Context: an optimization exercise on an open-source flow, tuned for small area. The choices shown serve that exercise and are no tape-out recipe. Where RTL was checked, it was by simulation tests only, not by an equivalence proof against the original. Power and IR drop assume default switching activity.

## old
Design scan_top, start of the top module:
module scan_top (
    input  logic clk,
    input  logic TxD_reset,
    input  logic rx_serial,
    output logic tx_serial,
    output logic tx_busy
);
Size: roughly 5 I/O pins, ~6300 sq um of cells after synthesis.
==> flow/config.mk <==
export PLATFORM = sky130hd
export DESIGN_NAME = scan_top
export DESIGN_NICKNAME = scan_top
export VERILOG_FILES = /design/flow/design.v
export SDC_FILE = /design/flow/constraint.sdc
export NUM_CORES = 4
export LEC_CHECK = 0
export CAP_MARGIN = 20
export CORE_MARGIN = 2
export CORE_UTILIZATION = 70
export CTS_BUF_LIST = sky130_fd_sc_hd__clkbuf_4 sky130_fd_sc_hd__clkbuf_8
export SLEW_MARGIN = 20
==> flow/constraint.sdc <==
create_clock -name core_clock -period 10.0 [get_ports {clk}]
set_input_delay 2.0000 -clock core_clock [delete_from_list [all_inputs] [get_ports {clk}]]
set_output_delay 2.0000 -clock core_clock [all_outputs]
set_load 0.01 [all_outputs]
standard.sh (not shown) runs the stock make flow with config.mk's settings and CLKGATE_MAP_FILE= SYNTH_SCRIPT=/design/flow/synth_recipe.tcl, a recipe that flattens the netlist after the stock synthesis.
==> flow/flow/run.sh <==
#!/bin/bash
set -euo pipefail
bash standard.sh finish "CTS_ARGS=-repair_clock_nets -dont_use_dummy_load -buf_list {sky130_fd_sc_hd__clkbuf_8}" "BUFFER_PORTS_ARGS=-buffer_cell sky130_fd_sc_hd__buf_1" > run_make.log 2>&1
Input-level comparison between new and old:
--- a/flow/design.v
+++ b/flow/design.v
@@ -71,25 +71,24 @@
     logic [15:0] s_q;       
     logic        sd_q;      
     logic        qf_q;      
     logic [7:0]  r_q;       
     logic [7:0]  e_q;       
     logic        d_q;       
     logic        c_q;       
     logic        first;     
     logic        last;      
     logic [15:0] pmin_q;
     logic [15:0] pmax_q;
     logic [15:0] psmp_q;
-    logic        maxv_q;    
     logic        lt_q, gt_q, nz_q, nr_q;
     logic        dq_q;      
     logic [15:0] mina_q;    
     logic [15:0] maxa_q;
     logic [15:0] mask_q;
     localparam logic [2:0] Q_IDLE = 3'd0, Q_DIV = 3'd1, Q_COR = 3'd2, Q_E1 = 3'd3,
                            Q_A = 3'd5;
     logic [2:0]  sq_q;
     logic        p9;        
     logic        p0;
     logic        dbit;      
     logic        dsub;      
@@ -140,25 +139,25 @@
     logic hmatch;
     assign hmatch = ((kl[2:0] == 3'd0) | c_q) & (bl_q == (kl[0] ^ (st_q == HB)));
     logic m_bit, x_bit;
     logic lt_n, gt_n, nz_n, nr_n;
     logic take_min, take_max;
     assign m_bit = pmin_q[0];
     assign x_bit = pmax_q[0];
     assign lt_n  = (bl_q ^ m_bit) ? m_bit : ((kl != 4'd0) & lt_q);
     assign gt_n  = (bl_q ^ x_bit) ? bl_q  : ((kl != 4'd0) & gt_q);
     assign nz_n  = bl_q | ((kl != 4'd0) & nz_q);
     assign nr_n  = ~bl_q & ((kl == 4'd7) | nr_q);
     assign take_min = nz_n & lt_n;
-    assign take_max = nz_n & (~maxv_q | gt_n);
+    assign take_max = gt_n;
     assign first    = (idx_q == 8'd0);
     assign last     = (idx_q == den_q);
     logic smp_done;         
     assign smp_done = af & (st_q == SM);
     logic idx_lt16;
     assign idx_lt16 = ~(idx_q[5] | idx_q[6] | idx_q[7] | idx_q[0]);
     logic tx_start;
     assign tx_start = (sq_q == Q_A) & tick & (st_q != SM);
     logic        busy_q;
     logic [2:0]  tf_q;
     always_ff @(posedge clk) begin
         if (TxD_reset) begin
@@ -217,39 +216,37 @@
         end else if ((sq_q == Q_DIV || sq_q == Q_COR) && ~sc_q[3]) begin
             r_q <= {fa_s, r_q[7:1]};
         end else begin
             r_q <= {r_q[0], r_q[7:1]};
         end
         if ((a_fs && ~kl[3]) || sq_q == Q_E1)
             e_q <= {fa_s, e_q[7:1]};
         else
             e_q <= {e_q[0], e_q[7:1]};
         if (st_q == FS || st_q == LS) pmin_q <= {1'b1, pmin_q[15:1]};
         else if (sq_q == Q_E1 && nr_q) pmin_q <= {psmp_q[0], pmin_q[15:1]};
         else pmin_q <= {pmin_q[0], pmin_q[15:1]};
-        if (a_sm && !maxv_q) pmax_q <= {bl_q, pmax_q[15:1]};
+        if (st_q == FS || st_q == LS) pmax_q <= {1'b0, pmax_q[15:1]};
         else if (sq_q == Q_E1 && gt_q) pmax_q <= {psmp_q[0], pmax_q[15:1]};
         else pmax_q <= {pmax_q[0], pmax_q[15:1]};
         psmp_q <= {a_sm ? bl_q : psmp_q[0], psmp_q[15:1]};
         if (a_sm) begin
             lt_q <= smp_done ? (take_min | first) : lt_n;
             gt_q <= smp_done ? (take_max | first) : gt_n;
             nz_q <= nz_n;
             nr_q <= smp_done ? take_min : nr_n;
         end else if (sq_q == Q_E1 && ~sc_q[3]) begin
             nz_q <= idx_q[0] & (nz_q | p0);
         end
         if (sq_q == Q_E1 && sc_q == 4'd7) dq_q <= fa_co;
-        if (st_q == CN) maxv_q <= 1'b0;
-        else if (smp_done && take_max) maxv_q <= 1'b1;
     end
     logic        bit_end;
     logic        next_data;   
     logic [3:0]  nidx;        
     logic        ring_bit;
     logic        txd_q;
     logic        txo_q;
     assign bit_end   = busy_q & tick;
     assign next_data = ~tb_q[3];
     assign nidx      = {tf_q[0], tb_q[2:0]};
     assign ring_bit  = tf_q[2] ? maxa_q[0] : mina_q[0];
     assign tx_serial = txo_q;
Notes after the runs:
Delta (new minus old): summed area of non-filler cells in the final layout moved down, synthesis-to-layout area growth essentially unchanged, top achievable clock speed saw a decrease, final cell count fell about 1.4%, register bit total from synthesis went down.
Lower power attributed to sequential cells was reported by old, not new.
Looking at relative slew slack across both flows, new is the weaker of the two, with old ahead.
Measured against each other, new and old differ in clock-pin slew on the worst setup and hold paths, the higher figure coming from old.
Summary: with old as the reference, wire length of the first global-routing pass in new moved down slightly.
Going from old to new, width of the chip has decreased; switching power as a share of total power up 0.37 points.

v20:
Another version of the RTL of scan_top (not shown whole).
For scale: about 0.0071 mm^2 of cells after synthesis.
Design scan_top, start of the top module:
module scan_top (
    input  logic clk,
    input  logic TxD_reset,
    input  logic rx_serial,
    output logic tx_serial,
    output logic tx_busy
);
    logic [3:0] sc_q;       
    logic       tick;
    assign tick = (sc_q == 4'd15);
    always_ff @(posedge clk) begin
        sc_q <= sc_q + 4'd1;
    end
    logic [3:0] rb_q;
    logic       dv;
    logic       b;
    assign b  = rx_serial;
    assign dv = tick & ~rb_q[3];
    always_ff @(posedge clk) begin
        if (TxD_reset) begin
            rb_q <= 4'd9;
        end else if (tick) begin
            if (rb_q == 4'd9) rb_q <= b ? 4'd9 : 4'd0;
            else rb_q <= rb_q + 4'd1;
        end
    end
    localparam logic [2:0] HA = 3'd0, HB = 3'd1, CN = 3'd2, FS = 3'd3, LS = 3'd4, SM = 3'd5;
    logic [2:0]  st_q;
    logic        hi_q;      
    logic        bl_q;      
    logic        pend_q;    
    logic [3:0]  kl;        
    logic        act;
    logic        ab;        
    logic        af;        
    assign kl = {hi_q, rb_q[2:0] - 3'd1};
    assign act = pend_q & (sc_q == kl);
    assign ab  = act & (kl[2:0] == 3'd7);
    assign af  = ab & hi_q;
    logic        a_fs, a_ls, a_sm, a_cn;
    assign a_cn = act & (st_q == CN);
    assign a_fs = act & (st_q == FS);
    assign a_ls = act & (st_q == LS);
    assign a_sm = act & (st_q == SM);
    logic [7:0]  den_q;     
    logic [7:0]  idx_q;     
    logic [15:0] a_q;       
    logic [15:0] s_q;       
  ...
==> flow/config.mk <==
export PLATFORM = sky130hd
export DESIGN_NAME = scan_top
export DESIGN_NICKNAME = scan_top
export VERILOG_FILES = /design/flow/design.v
export SDC_FILE = /design/flow/constraint.sdc
export NUM_CORES = 4
export LEC_CHECK = 0
export CAP_MARGIN = 20
export CORE_MARGIN = 2
export CORE_UTILIZATION = 70
export CTS_BUF_LIST = sky130_fd_sc_hd__clkbuf_4 sky130_fd_sc_hd__clkbuf_8
export SLEW_MARGIN = 20
==> flow/constraint.sdc <==
create_clock -name core_clock -period 10.0 [get_ports {clk}]
set_input_delay 2.0000 -clock core_clock [delete_from_list [all_inputs] [get_ports {clk}]]
set_output_delay 2.0000 -clock core_clock [all_outputs]
set_load 0.01 [all_outputs]
==> flow/flow/run.sh <==
#!/bin/bash
set -euo pipefail
bash standard.sh finish "CTS_ARGS=-repair_clock_nets -dont_use_dummy_load -buf_list {sky130_fd_sc_hd__clkbuf_8}" > run_make.log 2>&1
The following lists how v34 was set up differently from v20:
--- a/flow/design.v
+++ b/flow/design.v
@@ -70,22 +70,21 @@
     logic [15:0] s_q;       
     logic [7:0]  r_q;       
     logic        rs_q;      
     logic [7:0]  e_q;       
     logic        es_q;      
     logic        d_q;       
     logic        c_q;       
     logic        first;     
     logic        last;      
-    logic [2:0][15:0] p_q;
-    logic [2:0]  mi_q;      
-    logic [2:0]  ma_q;      
-    logic [2:0]  fr;        
+    logic [15:0] pmin_q;
+    logic [15:0] pmax_q;
+    logic [15:0] psmp_q;
     logic        maxv_q;    
     logic        lt_q, gt_q, nz_q, nr_q;
     logic        dq_q;      
     logic [15:0] mina_q;    
     logic [15:0] maxa_q;
     logic [15:0] mask_q;
     localparam logic [2:0] Q_IDLE = 3'd0, Q_DIV = 3'd1, Q_COR = 3'd2, Q_E1 = 3'd3,
                            Q_E2 = 3'd4, Q_A = 3'd5;
     logic [2:0]  sq_q;
@@ -124,21 +123,20 @@
         {fa_co, fa_s} = fa_x + fa_y + fa_c;
     end
     logic rot9;             
     assign rot9 = (sq_q == Q_DIV || sq_q == Q_COR || sq_q == Q_E1 || sq_q == Q_E2) && p9;
     logic hmatch;
     assign hmatch = ((kl[2:0] == 3'd0) | c_q) & (bl_q == (kl[0] ^ (st_q == HB)));
     logic m_bit, x_bit;
     logic lt_n, gt_n, nz_n, nr_n;
     logic take_min, take_max;
-    assign fr    = ~(mi_q | ma_q);
-    assign m_bit = |(mi_q & {p_q[2][0], p_q[1][0], p_q[0][0]});
-    assign x_bit = |(ma_q & {p_q[2][0], p_q[1][0], p_q[0][0]});
+    assign m_bit = pmin_q[0];
+    assign x_bit = pmax_q[0];
     assign lt_n  = (bl_q ^ m_bit) ? m_bit : ((kl != 4'd0) & lt_q);
     assign gt_n  = (bl_q ^ x_bit) ? bl_q  : ((kl != 4'd0) & gt_q);
     assign nz_n  = bl_q | ((kl != 4'd0) & nz_q);
     assign nr_n  = ~bl_q & ((kl == 4'd7) | nr_q);
     assign take_min = nz_n & lt_n;
     assign take_max = nz_n & (~maxv_q | gt_n);
     assign first    = (idx_q == 8'd0);
     assign last     = (idx_q == den_q);
     logic smp_done;         
@@ -210,46 +208,36 @@
         end else begin
             r_q <= {r_q[0], r_q[7:1]};
             if ((sq_q == Q_DIV || sq_q == Q_COR) && p8) rs_q <= fa_s;
         end
         if ((a_fs && ~kl[3]) || ((sq_q == Q_E1 || sq_q == Q_E2) && ~sc_q[3]))
             e_q <= {fa_s, e_q[7:1]};
         else
             e_q <= {e_q[0], e_q[7:1]};
         if ((a_fs && kl == 4'd8) || ((sq_q == Q_E1 || sq_q == Q_E2) && p8)) es_q <= fa_s;
-        for (int r = 0; r < 3; r++) begin
-            if (st_q == FS || st_q == LS)
-                p_q[r] <= {mi_q[r], p_q[r][15:1]};
-            else if (a_sm && !(mi_q[r] || (ma_q[r] && maxv_q)))
-                p_q[r] <= {bl_q, p_q[r][15:1]};
-            else
-                p_q[r] <= {p_q[r][0], p_q[r][15:1]};
-        end
+        if (st_q == FS || st_q == LS) pmin_q <= {1'b1, pmin_q[15:1]};
+        else if (sq_q == Q_E1 && nr_q) pmin_q <= {psmp_q[0], pmin_q[15:1]};
+        else pmin_q <= {pmin_q[0], pmin_q[15:1]};
+        if (a_sm && !maxv_q) pmax_q <= {bl_q, pmax_q[15:1]};
+        else if (sq_q == Q_E1 && gt_q) pmax_q <= {psmp_q[0], pmax_q[15:1]};
+        else pmax_q <= {pmax_q[0], pmax_q[15:1]};
+        psmp_q <= {a_sm ? bl_q : psmp_q[0], psmp_q[15:1]};
         if (a_sm) begin
             lt_q <= smp_done ? (take_min | first) : lt_n;
             gt_q <= smp_done ? (take_max | first) : gt_n;
             nz_q <= nz_n;
-            nr_q <= nr_n;
+            nr_q <= smp_done ? take_min : nr_n;
         end else if (sq_q == Q_E1 && ~sc_q[3]) begin
             nz_q <= idx_q[0] & (nz_q | p0);
         end
         if (sq_q == Q_E1 && sc_q == 4'd8) dq_q <= ~fa_s;
-        if (st_q == CN) begin
-            mi_q   <= 3'b001;
-            ma_q   <= 3'b010;
-            maxv_q <= 1'b0;
-        end else if (smp_done) begin
-            if (take_min) mi_q <= fr;
-            if (take_max) begin
-                if (maxv_q) ma_q <= fr;
-                maxv_q <= 1'b1;
-            end
-        end
+        if (st_q == CN) maxv_q <= 1'b0;
+        else if (smp_done && take_max) maxv_q <= 1'b1;
     end
     logic        bit_end;
     logic        next_data;   
     logic [3:0]  nidx;        
     logic        ring_bit;
     logic        txd_q;
     logic        txo_q;
     assign bit_end   = busy_q & tick;
     assign next_data = tb_q[3] ? tb_q[0] : (tb_q[2:0] != 3'd7);
==> run notes <==
Higher area of all placed cells without fillers was reported by v20, not v34.
The starting utilization of the core area number comes out higher for v34 vs v20.
The higher met1 track utilization from global routing of v34 and v20 is in v34.
Going from v20 to v34, clock period minus worst slack moved down, fraction of the mapped netlist area in simple logic gates +0.80 points, met3 wire length -about 2%, total power went down, wire length after detailed routing lower.
The lower complex-gate fraction of the synthesized area of v34 and v20 is in v34.
Between v20 and v34, critical path's largest stage delay increased.
Cmp v34 vs v20: number of nets at the end of the flow lower in v34
For v34, only the layout was checked, not whether the RTL still works.

== job 7816 ==
The RTL this note starts from:
==> flow/design.v <==
`default_nettype none
`default_nettype wire
`default_nettype none
package scan_pkg;
    typedef logic [15:0] distance_t;
    typedef logic [15:0] angle_t;
    typedef struct packed {
        angle_t      fsa;
        angle_t      lsa;
        logic [7:0]  count;
        logic [7:0]  min_idx;
        logic [7:0]  max_idx;
    } scan_summary_t;
    typedef struct packed {
        logic [15:0] alert;
        angle_t      min_angle;
        angle_t      max_angle;
    } scan_report_t;
endpackage
`default_nettype wire
`timescale 1ns/1ps
`default_nettype none
module scan_top (
    input  logic clk,
    input  logic TxD_reset,
    input  logic rx_serial,
    output logic tx_serial,
    output logic tx_busy
);
    logic [3:0] sc_q;       
    logic       tick;
    assign tick = (sc_q == 4'd15);
    always_ff @(posedge clk) begin
        sc_q <= sc_q + 4'd1;
    end
    logic [3:0] rb_q;
    logic       dv;
    logic [2:0] j;
    logic       b;
    assign b  = rx_serial;
    assign dv = tick & ~rb_q[3];
    assign j  = rb_q[2:0];
    always_ff @(posedge clk) begin
        if (TxD_reset) begin
            rb_q <= 4'd9;
        end else if (rb_q == 4'd9) begin
            if (!b) rb_q <= tick ? 4'd0 : 4'd15;
        end else if (tick) begin
            rb_q <= rb_q + 4'd1;
        end
    end
    localparam logic [2:0] HA = 3'd0, HB = 3'd1, CN = 3'd2, FS = 3'd3, LS = 3'd4, SM = 3'd5;
    logic [2:0]  st_q;
    logic        hi_q;
    logic [3:0]  k;
    logic        byte_done;
    logic        field_done;
    assign k          = {hi_q, j};
    assign byte_done  = dv & (j == 3'd7);
    assign field_done = byte_done & hi_q;
    logic [7:0]  den_q;
    logic [7:0]  idx_q;
    logic [15:0] a_q;       
    logic [15:0] s_q;       
    logic [8:0]  r_q;       
    logic [8:0]  e_q;       
    logic        d_q;       
    logic        c_q;       
    logic        first;     
    logic        last;      
    logic [2:0][15:0] p_q;
    logic [1:0]  mi_q;      
    logic [1:0]  ma_q;      
    logic [1:0]  fr;        
    logic        maxv_q;    
    logic        lt_q, gt_q, nz_q, nr_q;
    logic [15:0] mina_q;    
    logic [15:0] maxa_q;
    logic [15:0] mask_q;
    localparam logic [2:0] Q_IDLE = 3'd0, Q_DIV = 3'd1, Q_COR = 3'd2, Q_E1 = 3'd3,
                           Q_E2 = 3'd4, Q_A = 3'd5;
    logic [2:0]  sq_q;
    logic        p9;        
    logic        p0;
    logic        dbit;      
    logic        dsub;      
    logic        den0;
    assign p9   = ~sc_q[3] | (sc_q == 4'd8);
    assign p0   = (sc_q == 4'd0);
    assign dbit = ~sc_q[3] & den_q[0];
    assign den0 = (den_q == 8'd0);
    assign dsub = (tb_q == 4'd15) | s_q[0];
    logic fa_x, fa_y, fa_c, fa_s, fa_co;
    always_comb begin
        fa_x = b;
        fa_y = 1'b0;
        fa_c = c_q;
        case (sq_q)
            Q_A:   begin fa_x = a_q[0]; fa_y = s_q[0]; if (p0) fa_c = nz_q & ~first; end
            Q_E1:  begin fa_x = e_q[0]; fa_y = ~sc_q[3] & r_q[0]; if (p0) fa_c = 1'b0; end
            Q_E2:  begin fa_x = e_q[0]; fa_y = nz_q & ~dbit; if (p0) fa_c = nz_q; end
            Q_DIV: begin fa_x = p0 ? s_q[15] : d_q; fa_y = dbit ^ dsub; if (p0) fa_c = dsub; end
            Q_COR: begin fa_x = r_q[0]; fa_y = dbit & ~s_q[0]; if (p0) fa_c = 1'b0; end
            default: begin
                case (st_q)
                    CN: begin fa_y = 1'b1; if (k == 4'd0) fa_c = 1'b0; end
                    FS: begin fa_x = ~(~k[3] & den_q[0]); if (k == 4'd0) fa_c = 1'b1; end
                    default: begin fa_y = ~a_q[0]; if (k == 4'd0) fa_c = 1'b1; end
                endcase
            end
        endcase
        {fa_co, fa_s} = fa_x + fa_y + fa_c;
    end
    logic rot9;             
    logic rot_den;          
    assign rot9    = (sq_q == Q_DIV || sq_q == Q_COR || sq_q == Q_E1 || sq_q == Q_E2) && p9;
    assign rot_den = (rot9 && ~sc_q[3] && sq_q != Q_E1) || (dv && st_q == FS && ~k[3]);
    logic hbit_ok;
    logic hmatch;
    assign hbit_ok = (b == (j[0] ^ (st_q == HB)));
    assign hmatch  = ((j == 3'd0) | c_q) & hbit_ok;
    logic m_bit, x_bit;
    logic lt_n, gt_n, nz_n, nr_n;
    logic take_min, take_max;
    assign fr    = ~(mi_q ^ ma_q);
    assign m_bit = p_q[mi_q][0];
    assign x_bit = p_q[ma_q][0];
    assign lt_n  = (b ^ m_bit) ? m_bit : ((k != 4'd0) & lt_q);
    assign gt_n  = (b ^ x_bit) ? b     : ((k != 4'd0) & gt_q);
    assign nz_n  = b | ((k != 4'd0) & nz_q);
    assign nr_n  = ~b & ((k == 4'd7) | nr_q);
    assign take_min = nz_n & lt_n;
    assign take_max = nz_n & (~maxv_q | gt_n);
    assign first    = (idx_q == 8'd0);
    assign last     = (idx_q == den_q);
    logic smp_done;
    assign smp_done = (st_q == SM) & field_done;
    logic tx_start;
    assign tx_start = (sq_q == Q_A) & tick & (st_q != SM);
    logic        busy_q;
    logic [3:0]  tb_q;
    logic [2:0]  tf_q;
    always_ff @(posedge clk) begin
        if (TxD_reset) begin
            st_q <= HA;
            sq_q <= Q_IDLE;
        end else begin
            if (byte_done) begin
                case (st_q)
                    HA: if (hmatch) st_q <= HB;
                    HB: st_q <= hmatch ? CN : HA;
                    CN: st_q <= FS;
                    FS: if (hi_q) st_q <= LS;
                    LS: if (hi_q) st_q <= SM;
                    SM: if (hi_q && last) st_q <= HA;
                    default: st_q <= HA;
                endcase
            end
            if (tick) begin
                case (sq_q)
                    Q_DIV:  if (tb_q == 4'd14) sq_q <= Q_COR;
                    Q_COR:  sq_q <= den0 ? Q_A : Q_IDLE;
                    Q_E1:   sq_q <= Q_E2;
                    Q_E2:   sq_q <= Q_A;
                    Q_A:    sq_q <= Q_IDLE;
                    default: begin
                        if (st_q == LS && field_done) sq_q <= Q_DIV;
                        else if (smp_done) sq_q <= last ? Q_A : Q_E1;
                    end
                endcase
            end
        end
    end
    always_ff @(posedge clk) begin
        if (byte_done) begin
            hi_q <= (st_q == CN || st_q == HA || st_q == HB) ? 1'b0 : ~hi_q;
        end
        if (sq_q == Q_A || rot9) c_q <= fa_co;
        else if (dv) begin
            if (st_q == HA || st_q == HB) c_q <= hmatch;
            else c_q <= fa_co;
        end
        d_q <= r_q[0];
        if (dv && st_q == CN) den_q <= {fa_s, den_q[7:1]};
        else if (rot_den) den_q <= {den_q[0], den_q[7:1]};
        if (dv && st_q == FS) idx_q <= {1'b0, idx_q[7:1]};
        else if (sq_q == Q_E1 && ~sc_q[3]) idx_q <= {idx_q[0] ^ (nz_q | p0), idx_q[7:1]};
        if (dv && st_q == FS) a_q <= {b, a_q[15:1]};
        else if ((dv && st_q == LS) || sq_q == Q_A)
            a_q <= {(sq_q == Q_A) ? fa_s : a_q[0], a_q[15:1]};
        if (dv && st_q == LS) s_q <= {fa_s, s_q[15:1]};
        else if (sq_q == Q_DIV && sc_q == 4'd8) s_q <= {s_q[14:0], ~fa_s | den0};
        else if (sq_q == Q_A) s_q <= {s_q[0], s_q[15:1]};
        if (dv && st_q == FS) begin
            r_q <= {1'b0, r_q[8:1]};
            if (k <= 4'd8) e_q <= {fa_s, e_q[8:1]};
        end else begin
            if ((sq_q == Q_DIV || sq_q == Q_COR) && p9) r_q <= {fa_s, r_q[8:1]};
            else if (sq_q == Q_E1 && p9) r_q <= {r_q[0], r_q[8:1]};
            if ((sq_q == Q_E1 || sq_q == Q_E2) && p9) e_q <= {fa_s, e_q[8:1]};
        end
        for (int r = 0; r < 3; r++) begin
            if (dv && (st_q == FS || st_q == LS)) begin
                p_q[r] <= {mi_q == 2'(r), p_q[r][15:1]};
            end else if (dv && st_q == SM) begin
                p_q[r] <= {(mi_q == 2'(r) || (ma_q == 2'(r) && maxv_q)) ? p_q[r][0] : b, p_q[r][15:1]};
            end
        end
        if (dv && st_q == SM) begin
            lt_q <= smp_done ? (take_min | first) : lt_n;
            gt_q <= smp_done ? (take_max | first) : gt_n;
            nz_q <= nz_n;
            nr_q <= nr_n;
        end else if (sq_q == Q_E1 && ~sc_q[3]) begin
            nz_q <= idx_q[0] & (nz_q | p0);
        end else if (sq_q == Q_E1 && sc_q == 4'd8) begin
            nz_q <= ~fa_s;      
        end
        if (st_q == CN) begin
            mi_q   <= 2'd0;
            ma_q   <= 2'd1;
            maxv_q <= 1'b0;
        end else if (smp_done) begin
            if (take_min) mi_q <= fr;
            if (take_max) begin
                if (maxv_q) ma_q <= fr;
                maxv_q <= 1'b1;
            end
        end
    end
    logic        bit_end;
    logic        tx_data;
    logic        txbit;
    assign bit_end = busy_q & tick;
    assign tx_data = ~tb_q[3];
    always_comb begin
        if (tf_q[2])      txbit = maxa_q[0];
        else if (tf_q[1]) txbit = mina_q[0];
        else              txbit = mask_q[0];
    end
    assign tx_serial = ~busy_q | (tb_q[3] ? ~tb_q[0] : txbit);
    assign tx_busy   = busy_q;
    always_ff @(posedge clk) begin
        if (TxD_reset) begin
            busy_q <= 1'b0;
        end else if (tx_start) begin
            busy_q <= 1'b1;
        end else if (bit_end && tb_q == 4'd8 && tf_q == 3'd5) begin
            busy_q <= 1'b0;
        end
    end
    always_ff @(posedge clk) begin
        if (tx_start || (st_q == LS && field_done)) begin
            tb_q <= 4'd15;
            tf_q <= 3'd0;
        end else if (bit_end || (tick && sq_q == Q_DIV)) begin
            tb_q <= (tb_q == 4'd8 && busy_q) ? 4'd15 : tb_q + 4'd1;
            if (tb_q == 4'd8) tf_q <= tf_q + 3'd1;
        end
    end
    always_ff @(posedge clk) begin
        if (smp_done && nz_n && idx_q[7:4] == 4'd0) mask_q <= {nr_n, mask_q[15:1]};
        else if ((dv && (st_q == FS || st_q == LS)) || (bit_end && tx_data && tf_q[2:1] == 2'b00))
            mask_q <= {1'b0, mask_q[15:1]};
    end
    always_ff @(posedge clk) begin
        if ((sq_q == Q_A && lt_q) || (bit_end && tx_data && tf_q[2:1] == 2'b01))
            mina_q <= {a_q[0], mina_q[15:1]};
        if ((sq_q == Q_A && gt_q) || (bit_end && tx_data && tf_q[2] == 1'b1))
            maxa_q <= {a_q[0], maxa_q[15:1]};
    end
endmodule
`default_nettype wire
clock: 10.0 ns
lec_check: 0
cap_margin: 20
core_margin: 2
core_utilization: 70
cts_buf_list: sky130_fd_sc_hd__clkbuf_4 sky130_fd_sc_hd__clkbuf_8
slew_margin: 20
==> flow/flow/run.sh <==
#!/bin/bash
set -euo pipefail
bash standard.sh finish "CTS_ARGS=-sink_clustering_enable -repair_clock_nets -dont_use_dummy_load -buf_list {sky130_fd_sc_hd__clkbuf_4 sky130_fd_sc_hd__clkbuf_8}" > run_make.log 2>&1
diff inputs: job 7816 => job 8336
--- a/flow/design.v
+++ b/flow/design.v
@@ -44,8 +44,7 @@
         if (TxD_reset) begin
             rb_q <= 4'd9;
-        end else if (rb_q == 4'd9) begin
-            if (!b) rb_q <= tick ? 4'd0 : 4'd15;
         end else if (tick) begin
-            rb_q <= rb_q + 4'd1;
+            if (rb_q == 4'd9) rb_q <= b ? 4'd9 : 4'd0;
+            else rb_q <= rb_q + 4'd1;
         end
     end
@@ -70,7 +69,7 @@
     logic        last;      
     logic [2:0][15:0] p_q;
-    logic [1:0]  mi_q;      
-    logic [1:0]  ma_q;      
-    logic [1:0]  fr;        
+    logic [2:0]  mi_q;      
+    logic [2:0]  ma_q;      
+    logic [2:0]  fr;        
     logic        maxv_q;    
     logic        lt_q, gt_q, nz_q, nr_q;
@@ -123,7 +122,7 @@
     logic lt_n, gt_n, nz_n, nr_n;
     logic take_min, take_max;
-    assign fr    = ~(mi_q ^ ma_q);
-    assign m_bit = p_q[mi_q][0];
-    assign x_bit = p_q[ma_q][0];
+    assign fr    = ~(mi_q | ma_q);
+    assign m_bit = |(mi_q & {p_q[2][0], p_q[1][0], p_q[0][0]});
+    assign x_bit = |(ma_q & {p_q[2][0], p_q[1][0], p_q[0][0]});
     assign lt_n  = (b ^ m_bit) ? m_bit : ((k != 4'd0) & lt_q);
     assign gt_n  = (b ^ x_bit) ? b     : ((k != 4'd0) & gt_q);
@@ -202,7 +201,7 @@
         for (int r = 0; r < 3; r++) begin
             if (dv && (st_q == FS || st_q == LS)) begin
-                p_q[r] <= {mi_q == 2'(r), p_q[r][15:1]};
+                p_q[r] <= {mi_q[r], p_q[r][15:1]};
             end else if (dv && st_q == SM) begin
-                p_q[r] <= {(mi_q == 2'(r) || (ma_q == 2'(r) && maxv_q)) ? p_q[r][0] : b, p_q[r][15:1]};
+                p_q[r] <= {(mi_q[r] || (ma_q[r] && maxv_q)) ? p_q[r][0] : b, p_q[r][15:1]};
             end
         end
@@ -218,6 +217,6 @@
         end
         if (st_q == CN) begin
-            mi_q   <= 2'd0;
-            ma_q   <= 2'd1;
+            mi_q   <= 3'b001;
+            ma_q   <= 3'b010;
             maxv_q <= 1'b0;
         end else if (smp_done) begin
### Flow results
Comparing job 8336 against job 7816, there is no change at all in clock buffer count in the final layout. Across both runs, worst hold slack across all endpoints was lower for job 8336 than for job 7816. Job 8336 has completed all stages; timing, DRC and antenna checks passed. Of job 8336 and job 7816, the higher clock input transition at the sequential cells of the worst setup and hold paths belongs to job 7816. In job 8336 relative to job 7816, power had gone up by more than a quarter. Minimum setup slack in the final design ends up lower on job 7816. The lower post-synthesis instance area of job 8336 and job 7816 is in job 8336. Delta (job 8336 minus job 7816): core utilization lower; number of cells produced by synthesis lower; synthesized area per cell went down by 0.064 um2.

re-timing with driven ports:
In the flow no input, the clock included, has a driving cell. The finished layouts below were timed again as built, in two steps.
Step 1 sets driving cells, clkbuf_16 on the clock port and buf_2 on the other inputs (assumed; they add their load-dependent delay and slew).
Step 2 times the ports against the registers' clock, not the clock port: input delays grow and output delays shrink by t, the midpoint of the rising clock arrivals with the driver on.
Slacks: no drivers / after step 1 / after step 2; pairs: no drivers / after step 1.
run	shift t [ns]	setup WS [ns]	worst setup path at the end	slew at the worst register clock pin (ns)	cell pins on the clock port's net
old	0.459	7.046 / 7.014 / 7.120	register to register	0.12 / 0.12	1
new	0.465	6.833 / 6.833 / 6.833	register to register	0.11 / 0.11	1
v20	0.494	6.493 / 6.459 / 6.393	input to register	0.09 / 0.09	1
v34	0.474	6.501 / 6.468 / 6.496	input to register	0.11 / 0.11	1
job 7816	0.483	5.742 / 5.753 / 5.270	input to register	0.10 / 0.10	1
job 8336	0.494	5.865 / 5.877 / 5.383	input to register	0.09 / 0.09	1
After both steps setup and hold are still met in every run listed. For job 8336, which loses most, drivers alone change the setup slack by +0.012 ns; drivers and shift together by -0.482 ns.
